What follows belongs to an exercise in optimizing a design on an open flow for small area; a production flow would make more cautious choices. In this exercise RTL edits were held to simulation tests only and were not proved equivalent to the original.

==> flow/design.v <==
package xgmii_tx_pkg;
    localparam logic [7:0] xgmii_idle   = 8'h07;
    localparam logic [7:0] xgmii_start  = 8'hfb;
    localparam logic [7:0] xgmii_term   = 8'hfd;
    localparam logic [7:0] xgmii_error  = 8'hfe;
    localparam logic [7:0] eth_preamble = 8'h55;
    localparam logic [7:0] eth_sfd      = 8'hd5;
    localparam logic [31:0] crc_poly = 32'hedb8_8320;   
    function automatic logic [31:0] crc32_byte(logic [31:0] crc, logic [7:0] b);
        logic [31:0] c;
        c = crc ^ {24'h0, b};
        for (int i = 0; i < 8; i++) begin
            if (c[0]) begin
                c = (c >> 1) ^ crc_poly;
            end else begin
                c = c >> 1;
            end
        end
        crc32_byte = c;
    endfunction
endpackage
module crc32_step (
    input  logic [31:0] c_i,
    input  logic [7:0]  b_i,
    output logic [31:0] c_o
);
    assign c_o = ~xgmii_tx_pkg::crc32_byte(~c_i, b_i);
endmodule
module crc32_d64 (
    input  logic [31:0] inv_i,     
    input  logic [63:0] beat_i,
    input  logic [7:0]  sel_i,     
    input  logic        hold_i,
    output logic [31:0] inv_o
);
    logic [31:0] chain [9];
    logic [31:0] rot   [9];
    assign chain[0] = inv_i;
    for (genvar i = 0; i < 8; i++) begin : g_step
        crc32_step step (
            .c_i (chain[i]),
            .b_i (beat_i[8*i +: 8]),
            .c_o (chain[i+1])
        );
    end
    always_comb begin
        rot[0] = '0;
        for (int n = 1; n <= 8; n++) begin
            for (int p = 0; p < 4; p++) begin
                rot[n][8*p +: 8] = chain[n][8*((p - n) & 3) +: 8];
            end
        end
        inv_o = {32{hold_i}} & inv_i;
        for (int n = 1; n <= 8; n++) begin
            inv_o = inv_o | ({32{sel_i[n-1]}} & rot[n]);
        end
    end
endmodule
module xgmii_tail_pack (
    input  logic        start_i,
    input  logic        data_i,
    input  logic        tail_i,
    input  logic        term_i,
    input  logic        err_i,
    input  logic [7:0]  keep_i,
    input  logic [63:0] beat_i,    
    input  logic [31:0] fcs_i,     
    output logic [63:0] d_o,
    output logic [7:0]  c_o
);
    logic       tail_ok, tail_err;
    logic [7:0] sel_d, sel_r, is_t, is_i;
    logic [7:0] ch [8];
    assign tail_ok  = tail_i & ~err_i;
    assign tail_err = tail_i & err_i;
    always_comb begin
        for (int j = 0; j < 8; j++) begin
            sel_d[j] = data_i | (tail_ok & keep_i[j]) | (tail_err && j >= 1 && j <= 6);
            sel_r[j] = tail_ok & ~keep_i[j] & ((j < 4) ? 1'b1 : keep_i[(j+4)%8]);
            if (j < 4) sel_r[j] = sel_r[j] | (term_i & keep_i[j+4]);
            if (j < 4) begin
                is_t[j] = term_i & keep_i[j+3] & ~keep_i[(j+4)%8];
            end else if (j == 4) begin
                is_t[j] = term_i & keep_i[7];
            end else begin
                is_t[j] = tail_ok & keep_i[j-5] & ~keep_i[j-4];
            end
            if (j == 7) is_t[j] = is_t[j] | tail_err;
            is_i[j] = ~(sel_d[j] | sel_r[j] | is_t[j] | start_i | (tail_err && j == 0));
        end
        for (int j = 0; j < 8; j++) begin
            ch[j] = ({8{is_i[j]}} & xgmii_tx_pkg::xgmii_idle) |
                    ({8{is_t[j]}} & xgmii_tx_pkg::xgmii_term);
        end
        ch[0] = ch[0] | ({8{start_i}} & xgmii_tx_pkg::xgmii_start) |
                        ({8{tail_err}} & xgmii_tx_pkg::xgmii_error);
        for (int j = 1; j < 7; j++) ch[j] = ch[j] | ({8{start_i}} & xgmii_tx_pkg::eth_preamble);
        ch[7] = ch[7] | ({8{start_i}} & xgmii_tx_pkg::eth_sfd);
        for (int j = 0; j < 8; j++) begin
            d_o[8*j +: 8] = ({8{sel_d[j]}} & beat_i[8*j +: 8]) |
                            ({8{sel_r[j]}} & fcs_i[8*(j%4) +: 8]) | ch[j];
            c_o[j]        = ~(sel_d[j] | sel_r[j] | (start_i && j != 0));
        end
    end
endmodule
module tx_frame_ctrl (
    input  logic       clk,
    input  logic       rst,
    input  logic       tvalid_i,
    input  logic       tlast_i,
    input  logic       err_i,
    input  logic [7:0] keep_i,
    output logic       tready_o,
    output logic       start_o,     
    output logic       data_o,      
    output logic       tail_o,      
    output logic       term_o,      
    output logic [7:0] sel_o,       
    output logic       hold_o       
);
    logic accept;
    logic last;      
    logic beat;      
    logic more;      
    assign accept = tvalid_i & tready_o;
    assign beat   = start_o | data_o;
    assign more   = tail_o & ~err_i & keep_i[3];
    always_ff @(posedge clk) begin
        if (rst) begin
            tready_o <= 1'b0;
            start_o  <= 1'b0;
            data_o   <= 1'b0;
            last     <= 1'b0;
            tail_o   <= 1'b0;
            term_o   <= 1'b0;
        end else begin
            start_o <= accept & ~beat;
            data_o  <= accept & beat;
            last    <= accept & tlast_i;
            tail_o  <= last;
            term_o  <= more;
            if (tready_o) begin
                tready_o <= ~(accept & tlast_i);
            end else begin
                tready_o <= ~(last | more);
            end
        end
    end
    always_comb begin
        for (int k = 0; k < 7; k++) begin
            sel_o[k] = beat & last & keep_i[k] & ~keep_i[k+1];
        end
        sel_o[7] = beat & (~last | keep_i[7]);
    end
    assign hold_o = tail_o | term_o;
endmodule
module axis_xgmii_tx (
    input  logic        clk,
    input  logic        rst,
    input  logic [63:0] tdata_i,
    input  logic [7:0]  tkeep_i,
    input  logic        tvalid_i,
    input  logic        tlast_i,
    input  logic        tuser_i,
    output logic        tready_o,
    output logic [63:0] xgmii_d_o,
    output logic [7:0]  xgmii_c_o
);
    logic [63:0] d1_q;      
    logic [63:0] d2_q;      
    logic [31:0] crc_q;     
    logic [31:0] crc_d;
    logic [7:0]  keep_q;
    logic        err_q;
    logic        start, data, tail, term, hold;
    logic [7:0]  sel;
    tx_frame_ctrl ctrl0 (
        .clk      (clk),
        .rst      (rst),
        .tvalid_i (tvalid_i),
        .tlast_i  (tlast_i),
        .err_i    (err_q),
        .keep_i   (keep_q),
        .tready_o (tready_o),
        .start_o  (start),
        .data_o   (data),
        .tail_o   (tail),
        .term_o   (term),
        .sel_o    (sel),
        .hold_o   (hold)
    );
    crc32_d64 crc0 (
        .inv_i  (crc_q),
        .beat_i (d1_q),
        .sel_i  (sel),
        .hold_i (hold),
        .inv_o  (crc_d)
    );
    xgmii_tail_pack pack0 (
        .start_i (start),
        .data_i  (data),
        .tail_i  (tail),
        .term_i  (term),
        .err_i   (err_q),
        .keep_i  (keep_q),
        .beat_i  (d2_q),
        .fcs_i   (crc_q),
        .d_o     (xgmii_d_o),
        .c_o     (xgmii_c_o)
    );
    always_ff @(posedge clk) begin
        d1_q  <= tdata_i;
        d2_q  <= d1_q;
        crc_q <= crc_d;
    end
    always_ff @(posedge clk) begin
        if (tready_o) begin
            keep_q <= tkeep_i;
            err_q  <= tuser_i;
        end
    end
endmodule
==> flow/constraint.sdc <==
create_clock -name core_clock -period 9.0 [get_ports {clk}]
set_input_delay 1.8000 -clock core_clock [delete_from_list [all_inputs] [get_ports {clk}]]
set_output_delay 1.8000 -clock core_clock [all_outputs]
set_load 0.01 [all_outputs]
==> flow/config.mk <==
export PLATFORM = sky130hd
export DESIGN_NAME = axis_xgmii_tx
export DESIGN_NICKNAME = axis_xgmii_tx
export VERILOG_FILES = /design/flow/design.v
export SDC_FILE = /design/flow/constraint.sdc
export NUM_CORES = 4
export LEC_CHECK = 0
export CAP_MARGIN = 20
export CORE_MARGIN = 2
export CORE_UTILIZATION = 40
export GPL_TIMING_DRIVEN = 0
export SETUP_SLACK_MARGIN = 0.2
export SLEW_MARGIN = 20
export SYNTH_HIERARCHICAL = 1
==> flow/run.sh <==
#!/bin/bash
# synth_recipe.tcl (not shown) runs the flow's synth.tcl, then flattens the netlist and writes it again
# the make line also repeats each setting of config.mk as NAME=value (left out here)
make -C /OpenROAD-flow-scripts/flow DESIGN_CONFIG=/design/flow/config.mk WORK_HOME=/design/flow/orfs CLKGATE_MAP_FILE= SYNTH_SCRIPT=/design/flow/synth_recipe.tcl finish
==> summary.txt, run 1 <==
Synthesis:
- Counting every net in the synthesized netlist gives 1200.
- Counting every instance in the synthesized netlist gives 1123.
- The number of distinct library cells after synthesis is 54.
- Ranked by instance count, the synthesized netlist is headed by 344 x sky130_fd_sc_hd__xnor2_1, 166 x sky130_fd_sc_hd__dfxtp_1, 80 x sky130_fd_sc_hd__xor2_1, 55 x sky130_fd_sc_hd__a22oi_1, 40 x sky130_fd_sc_hd__xnor2_2.
- The synthesized area per cell is 11.2 um2.
- In this run the cell area of the synthesized design comes to roughly 13000 um2.
- The register bit total from synthesis is 175.
- Among all cell types in the netlist, the one instantiated most often is sky130_fd_sc_hd__xnor2_1.
- The number of warnings issued by yosys is 16.
- In the synthesized netlist the async set-or-reset flop fraction comes to 0%.
- The most common flop cell mapped by yosys is sky130_fd_sc_hd__dfxtp_1.
- Summing the sequential cell areas from Yosys gives 28.7% of the chip area.
- The largest area contributor in the netlist is sky130_fd_sc_hd__dfxtp_1.
- The top cell type by area accounts for 26.5% of the synthesized area.
- After synthesis, the cell types taking the most area are sky130_fd_sc_hd__dfxtp_1 27%, sky130_fd_sc_hd__xnor2_1 24%, sky130_fd_sc_hd__xor2_1 5.6%.
- The number of enable-type register cells in the synthesized netlist is 9.

Place:
- The count of input and output buffers is approximately 150.
- The post-placement worst setup slack is -3.70 ns.
- Summed over all nets, the half-perimeter wirelength after detailed placement is 41.8 mm.
- The final weighted congestion of routability-driven global placement is 0.975.

Cells and area:
- The post-route netlist has 30.8% of its cells at a drive strength greater than 1.
- The number of antenna diodes in the final layout is 0.
- The combined flip-flop and latch cell area is 3600 um2.
- From synthesis to final layout, the design area changed by 46.1%.
- After the last flow step, the layout net total stands at 1520.
- The footprint of the multi-input gates is 10400 um2.
- The filler cells instantiated in the layout total 2547.

Critical path:
- STA classifies the critical path startpoint as a flip-flop.
- STA classifies the critical path endpoint as a flip-flop.
- The path type of the worst setup path is flip-flop to flip-flop.
- The endpoint arrival time on the critical path is 9.01 ns.
- The endpoint required time on the critical path is just over 9 ns.
- For this design, the slowest cell found on the critical path is sky130_fd_sc_hd__xnor3_2.
- The reg2reg setup slack is ~0.33 ns.
- The delay of the slowest cell on the worst path is 0.49 ns.
- Along the worst path, the maximum fanout reaches 6.

Global routing:
- The via count of the first global-routing pass came to 10800.
- The wire length of the first global-routing pass is 76.7 mm.
- The aggregate global-route resource usage is 33.3%.
- The pin count of the biggest net entering global routing is 18.
- For this run the aggregate overflow at the end of global routing stands at 0.
- The initial antenna violation count was 0.

STA:
- Measured against its own limit, the worst slew margin works out to 27.6%.
- On the final layout, the worst clock skew is roughly 0.020 ns.
- The minimum clock period after layout is 8.67 ns.
- The number of slew-limit violations in the final report is 0.
- Setup repair after global routing left no endpoint under its margin.
- The hold violation total from the final report is 0.
- Setup violations remaining at the end of the flow were counted as 0.
- The smallest setup slack after layout is 0.334 ns.
- At the pin with the least slew margin, the transition time is 1.08 ns.
- The achievable clock frequency is approximately 120 MHz.
- The share of the clock period used by the worst path after layout is 96.3%.

Route:
- In the routed design, unresolved DRC markers number 0.
- The pre-antenna-repair detailed-routing pass consisted of 10 iterations.
- The routed layout has about 11000 vias.
- Dividing the detail-routed wire length by the instance count gives 29.8 um.
- The number of DRC violations after detailed-routing iteration 0 is about 1400.
- The residual antenna-violating net count after detailed routing is 0.
- Dividing the detail-routed via count by the number of cells gives 5.92.
- The sum of routed wire length over all layers is between 50 and 60 mm.

Floorplan:
- Once the floorplan was initialized, standard cells occupied 40.8% of the core.
- 150 I/O pins were placed.
- The core footprint is 30700 um2.
- In this run the horizontal extent of the chip is 181 um.
- The number of placement rows is 64.
- The floorplan step defined a die boundary enclosing 32800 um2.
- The die boundary height is 181 um.

Hold path:
- The worst hold path belongs to the class flip-flop to flip-flop.

Clock network:
- The CTS clock-pin slew for the worst setup and hold paths is 0.08 ns.
- The clock tree root driver cell is sky130_fd_sc_hd__clkbuf_16.
- The clock passes through at most 2 buffers.
- Counting every sink on the clock net gives 175.
- The number of buffers created by CTS is 17.
- The total number of H-tree levels is 4.
- The latest clock arrival within the worst-skew pair is 0.46 ns.
- The clock tree from TritonCTS is yes.

Flow run:
- The count of max-cap constraint violations is 0.

Outcome:
- The flow ran to the end and the layout has no timing, DRC or antenna violations.
[per-layer routing]
metal	part of all wire [%]	vias up	GRT usage [%]
met4	6.8	0	20.2
met1	41	5387	44.5
met5	0	-	0
met3	8.8	162	5.28
li1	-	4689	-
met2	44	728	50.7
[area by class of cell]
type	instances	area share [%]
plain buffers	46	1.30
clock buffers	19	2.47
clock inverters	13	0.922
inverters	13	0.266
multi-input cells	889	56.9
flip-flops and latches	175	19.7
well taps	396	2.70
repair buffers	301	15.8
[kinds of logic after synthesis]
family                    synth area share (%)
AOI/OAI and AO/OA                         16.7
xor gates and xnor gates                  46.7
muxes                                   0.0898
buffers and inverters                     2.29
DFF                                       28.7
and+or+nand+nor                           5.58
[layout by cell type, fill, tap and decap left out, types with 32 or more instances in the layout]
cell type,n
sky130_fd_sc_hd__xnor2_1,249
sky130_fd_sc_hd__dfxtp_1,159
sky130_fd_sc_hd__a22oi_1,55
sky130_fd_sc_hd__xnor2_2,66
sky130_fd_sc_hd__a22o_1,32
sky130_fd_sc_hd__xnor2_4,77
sky130_fd_sc_hd__a221o_1,36
sky130_fd_sc_hd__a222oi_1,35
sky130_fd_sc_hd__xor2_1,74
sky130_fd_sc_hd__buf_4,134
sky130_fd_sc_hd__nand3_1,34
sky130_fd_sc_hd__clkdlybuf4s50_1,149
[sequential cells by signal, indices dropped and copies added, names as in the netlist]
name and flops:
ctrl0.term_o 1, ctrl0.tready_o 1, ctrl0.start_o 1, ctrl0.tail_o 1, err_q 1, d2_q 64, ctrl0.last 1, keep_q 8
ctrl0.data_o 1, d1_q 64, crc_q 32
[modules after synthesis, one instance, submodules excluded]
module	area, um2	cells	flops+latches
crc32_step	736	68	0
axis_xgmii_tx	3470	169	169
tx_frame_ctrl	275	30	6
crc32_d64	1600	187	0
xgmii_tail_pack	1310	193	0
[per-stage QoR]
step / hold slack, ns / instances / setup TNS, ns / instance area (um2) / util (%)
finish: 0.384 / 1852 / 0 / 18300 / 59.6
global route: 0.402 / 1852 / 0 / 18300 / 59.6
CTS: 0.384 / 1811 / 0 / 17600 / 57.3
detailed placement: 0.367 / 1668 / -97.48 / 14600 / 47.5
global placement: 0.366 / 1668 / -116.14 / 14600 / 47.4
floorplan: 0.350 / 1123 / 0 / 12600 / -
[timing repair]
item                                    CTS  global route
hold buffers                              0             0
pin swaps                                60            34
endpoints found under the setup margin   32            27
resized for setup                       144            41
buffers inserted                        111            41
[worst paths after layout]
path	from	end	cells past startpoint
worst max-delay path	crc_q[1]	crc_q[20]	35
worst min-delay path	d1_q[15]	d2_q[15]	0
worst max register to register	crc_q[1]	crc_q[20]	35
worst min register to register	d1_q[15]	d2_q[15]	0
[critical path: cells and delay by family (launching register included)]
| kind | cells | cell delay [ns] |
|---|---|---|
| AO/OA/AOI/OAI | 1 | 0.36 |
| XOR/XNOR | 28 | 6.89 |
| buffers and inverters | 5 | 0.77 |
| flip-flops | 1 | 0.37 |
| AND/OR/NAND/NOR | 1 | 0.12 |
==> inputs of run 2 (changes only) <==
--- a/flow/config.mk
+++ b/flow/config.mk
@@ -9,5 +9,4 @@
 export CORE_MARGIN = 2
 export CORE_UTILIZATION = 40
-export GPL_TIMING_DRIVEN = 0
 export SETUP_SLACK_MARGIN = 0.2
 export SLEW_MARGIN = 20
==> run 2 against run 1 <==
Still clean on timing, DRC and antenna. Synthesized cell count is the same. Cell count grew 1.7%. Clock skew grew 0.0063 ns. Setup slack gained 0.14 ns. Count of clock-buffer cells in the layout grew 2. Via count shrank 1.5%. Utilization shrank 3.9 points. Wire length shrank 2.0%. Sequential cell count is the same. Critical path type unchanged. Largest cell class unchanged.
==> summary.txt, run 2 <==
Cells and area:
- Counting the fill cells in the layout gives 2763.
- In the final layout, the registers with the most flip-flops are d1_q (64), d2_q (64), crc_q (32).
- In the final layout, the multi-input gates occupy just over 9000 um2.
- The total inserted antenna cells is 0.
- The post-route cell area is 17100 um2.
- The library cell used most frequently in the layout, excluding fill and tap cells, is sky130_fd_sc_hd__xnor2_1.
- The combined flip-flop and latch cell area is 3590 um2.
- The post-route netlist has between 20% and 30% of its cells at a drive strength greater than 1.
- The top cell types in the final layout, fill and taps aside, are 305 x sky130_fd_sc_hd__xnor2_1, 225 x sky130_fd_sc_hd__buf_4, 165 x sky130_fd_sc_hd__dfxtp_1.
- For this run, the post-layout net count is 1552.
- The layout overhead on the synthesized area is 36.6%.

Critical path:
- The delay of the slowest cell on the worst path is 0.48 ns.
- The endpoint kind of the worst setup timing path is a flip-flop.
- The endpoint arrival time on the critical path is 8.88 ns.
- In this design, the largest share of critical-path delay is due to XOR/XNOR gates.
- The reg2reg setup slack is 0.47 ns.
- The path type of the worst setup path is flip-flop to flip-flop.
- The endpoint required time on the critical path is roughly 9.4 ns.
- Along the worst path, the maximum fanout reaches 5.
- The kind of start point of the critical path is a flip-flop.
- The slowest stage of the critical path is the sky130_fd_sc_hd__dfxtp_1 cell.
- The combined buffer and inverter count along the critical path is 11.
- The most prevalent standard cell on the critical path is sky130_fd_sc_hd__xnor2_1.

STA:
- Setup violations remaining at the end of the flow were counted as 0.
- The remaining max-slew budget at the tightest pin is 42.2%.
- The share of the clock period used by the worst path after layout is 94.8%.
- The number of slew-limit violations in the final report is 0.
- The hold violation total from the final report came to 0.
- The minimum clock period after layout is 8.53 ns.
- Across all hold checks on the routed design, the worst slack comes to 0.369 ns.
- For this run, the top clock speed supported by timing is 117 MHz.
- On the final layout, the worst clock skew is ~0.026 ns.
- At the pin with the least slew margin, the transition time is between 0.8 and 0.9 ns.
- Setup repair after global routing could not meet its margin everywhere.

Synthesis:
- The most common flop cell mapped by yosys is sky130_fd_sc_hd__dfxtp_1.
- After synthesis the netlist holds a flip-flop and latch count of 175.
- After synthesis, the share of flip-flops with an asynchronous set or reset is 0%.
- Sequential cells were found to cover 28.7% of the synthesized design area.
- The netlist uses between 50 and 60 different library cells.
- The number of nets in the synthesized netlist is 1200.
- The cell count after synthesis came out at 1123.
- The synthesized design devotes to its leading area cell type 26.5% of total area.
- The total standard cell area after synthesis is 12500 um2.
- Sorting the synthesized cells by how often they occur yields 344 x sky130_fd_sc_hd__xnor2_1, 166 x sky130_fd_sc_hd__dfxtp_1, 80 x sky130_fd_sc_hd__xor2_1, 55 x sky130_fd_sc_hd__a22oi_1, 40 x sky130_fd_sc_hd__xnor2_2.
- After synthesis, the cell types taking the most area are sky130_fd_sc_hd__dfxtp_1 27%, sky130_fd_sc_hd__xnor2_1 24%, sky130_fd_sc_hd__xor2_1 5.6%.
- During synthesis, Yosys emitted a total of 16 warnings.
- The number of enable-type register cells in the synthesized netlist is 9.
- The dominant cell by count in the synthesized netlist is sky130_fd_sc_hd__xnor2_1.
- The largest area contributor in the netlist is sky130_fd_sc_hd__dfxtp_1.
- After synthesis, the mean cell area works out to 11.2 um2.

Outcome:
- The run finished with no timing, DRC or antenna violations.

Place:
- The count of input and output buffers is 149.
- The post-detailed-placement cell area is 16100 um2.
- The final weighted congestion of routability-driven global placement is roughly 1.
- After legalization and detailed placement, the total HPWL measured 43.1 mm.

Global routing:
- The wire length of the first global-routing pass is between 70 and 80 mm.
- The initial antenna violation count is 0.
- The overall overflow remaining after global route is 0.
- The aggregate global-route resource usage is 32.5%.
- The via count of the first global-routing pass came to ~11000.
- The pin count of the biggest net entering global routing is 33.

Route:
- The met2 routed wirelength is approximately 24 mm.
- The number of DRC violations after detailed-routing iteration 0 is 1360.
- Dividing the detail-routed via count by the number of cells gives 5.73.
- After detailed routing, the wire length on met1 is 22.3 mm.
- The sum of routed wire length over all layers is 54.2 mm.
- The via count is approximately 11000.
- The detailed-router iteration count before antenna repair is 9.
- The detail route stage leaves a number of antenna-violating nets equal to 0.
- The highest layer touched by signal routing is met5.
- The remaining design rule violation count is 0.
- The average routed wire per standard cell is 28.7 um.
- The length of routed met3 wiring is 4.63 mm.

Clock network:
- The latest clock arrival within the worst-skew pair is ~0.47 ns.
- The number of buffers created by CTS is 17.
- The sink count of the clock tree is between 150 and 200.
- Clock-pin slew was measured on the worst setup and hold paths at 0.08 ns.
- The cell sitting at the root of the clock tree is a sky130_fd_sc_hd__clkbuf_16.
- The total number of H-tree levels is 4.
- The clock tree from TritonCTS is yes.
- The maximum buffer depth of the clock tree is 2.

Floorplan:
- 150 I/O pins were placed.
- The die covers 32800 um2.
- The initial utilization of the core area, before any placement, comes to 40.8%.
- The number of placement rows is 64.
- Measured along the x axis, the die boundary spans 181 um.
- In this run the vertical extent of the chip is 181 um.
- The core footprint is 30700 um2.

Hold path:
- In this run the worst hold path is classified as flip-flop to flip-flop.

Flow run:
- The tool flagged a number of max-cap violations equal to 0.
## run 2: cell counts after synthesis
Identical to the previous run, type by type.
## run 2: stage by stage
stage	instances	utilization (%)	setup slack (ns)	TNS, ns
2_1_floorplan	1123	-	0.218	0
3_3_place_gp	1837	52.2	-0.140	-0.435
3_5_place_dp	1837	52.2	-0.147	-0.650
4_1_cts	1870	54.6	0.209	0
5_1_grt	1884	55.7	0.161	0
6_report	1884	55.7	0.470	0
## run 2: area by class of cell
cell class,count,share of cell area [%]
tap,396,2.89
clock inverter,11,0.606
multi-input combinational,889,53.2
timing repair buffer,379,19.1
sequential,175,21.0
inverter,13,0.285
clock buffer,21,2.87
## run 2: layer usage
| metal | global-route usage (%) | vias to the layer above |
|---|---|---|
| met2 | 50.2 | 646 |
| met3 | 7.06 | 144 |
| met4 | 18.2 | 2 |
| li1 | - | 4735 |
| met1 | 42.2 | 5270 |
| met5 | 1.33 | - |
## run 2: worst register-to-register path: cells and delay by family (launching register included)
family	cells	cell delay, ns
xor+xnor	27	5.55
buf+inv	11	2.01
flops	1	0.48
compound gates	1	0.30
simple gates	1	0.08
## run 2: timing repair
| action | CTS | global route |
|---|---|---|
| gates resized for setup | 14 | 29 |
| hold endpoints to repair | 0 | 0 |
| setup buffers | 1 | 14 |
| setup endpoints to repair | 23 | 26 |
| hold buffers | 0 | 0 |
| pin swaps | 1 | 9 |
## run 2: final timing paths
path	start	cells after the start	endpoint
worst min register to register	d1_q[20]	0	d2_q[20]
worst max register to register	crc_q[0]	40	crc_q[22]
worst max-delay path	crc_q[0]	40	crc_q[22]
worst min-delay path	d1_q[20]	0	d2_q[20]
## run 2: modules after synthesis, one instance, submodules excluded
module,cell area [um2],flip-flops and latches
crc32_d64,1600,0
tx_frame_ctrl,275,6
crc32_step,736,0
xgmii_tail_pack,1310,0
axis_xgmii_tx,3470,169
## run 2: cells by family after synthesis
kind of cell / Yosys count / share of synthesized area [%]
buffers and inverters: 59 / 2.29
flip-flops: 175 / 28.7
AND/OR/NAND/NOR: 126 / 5.58
AO/OA/AOI/OAI: 226 / 16.7
multiplexers: 1 / 0.0898
XOR/XNOR: 536 / 46.7

-- re-timing with driven ports --
The results above use ideal ports. As a check the final layouts listed here were re-extracted and re-timed, cells and wires unchanged.
Step 1, drivers: a clkbuf_16 drives clk and a buf_2 each remaining input, both assumed.
Step 2 moves the port delays by t, midway between the first and last clock arrival at a register: inputs arrive t later, outputs are due t later. That takes back most of the time a late clock gives input paths.
Slacks: no drivers / after step 1 / after step 2; pairs: no drivers / after step 1.
| run | t, ns | slack for setup (ns) | slew at the worst register clock pin (ns) |
|---|---|---|---|
| run 1 | 0.505 | 0.334 / 0.334 / 0.334 | 0.08 / 0.08 |
| run 2 | 0.513 | 0.470 / 0.470 / 0.470 | 0.08 / 0.08 |
After both steps setup and hold are still met in every run listed.
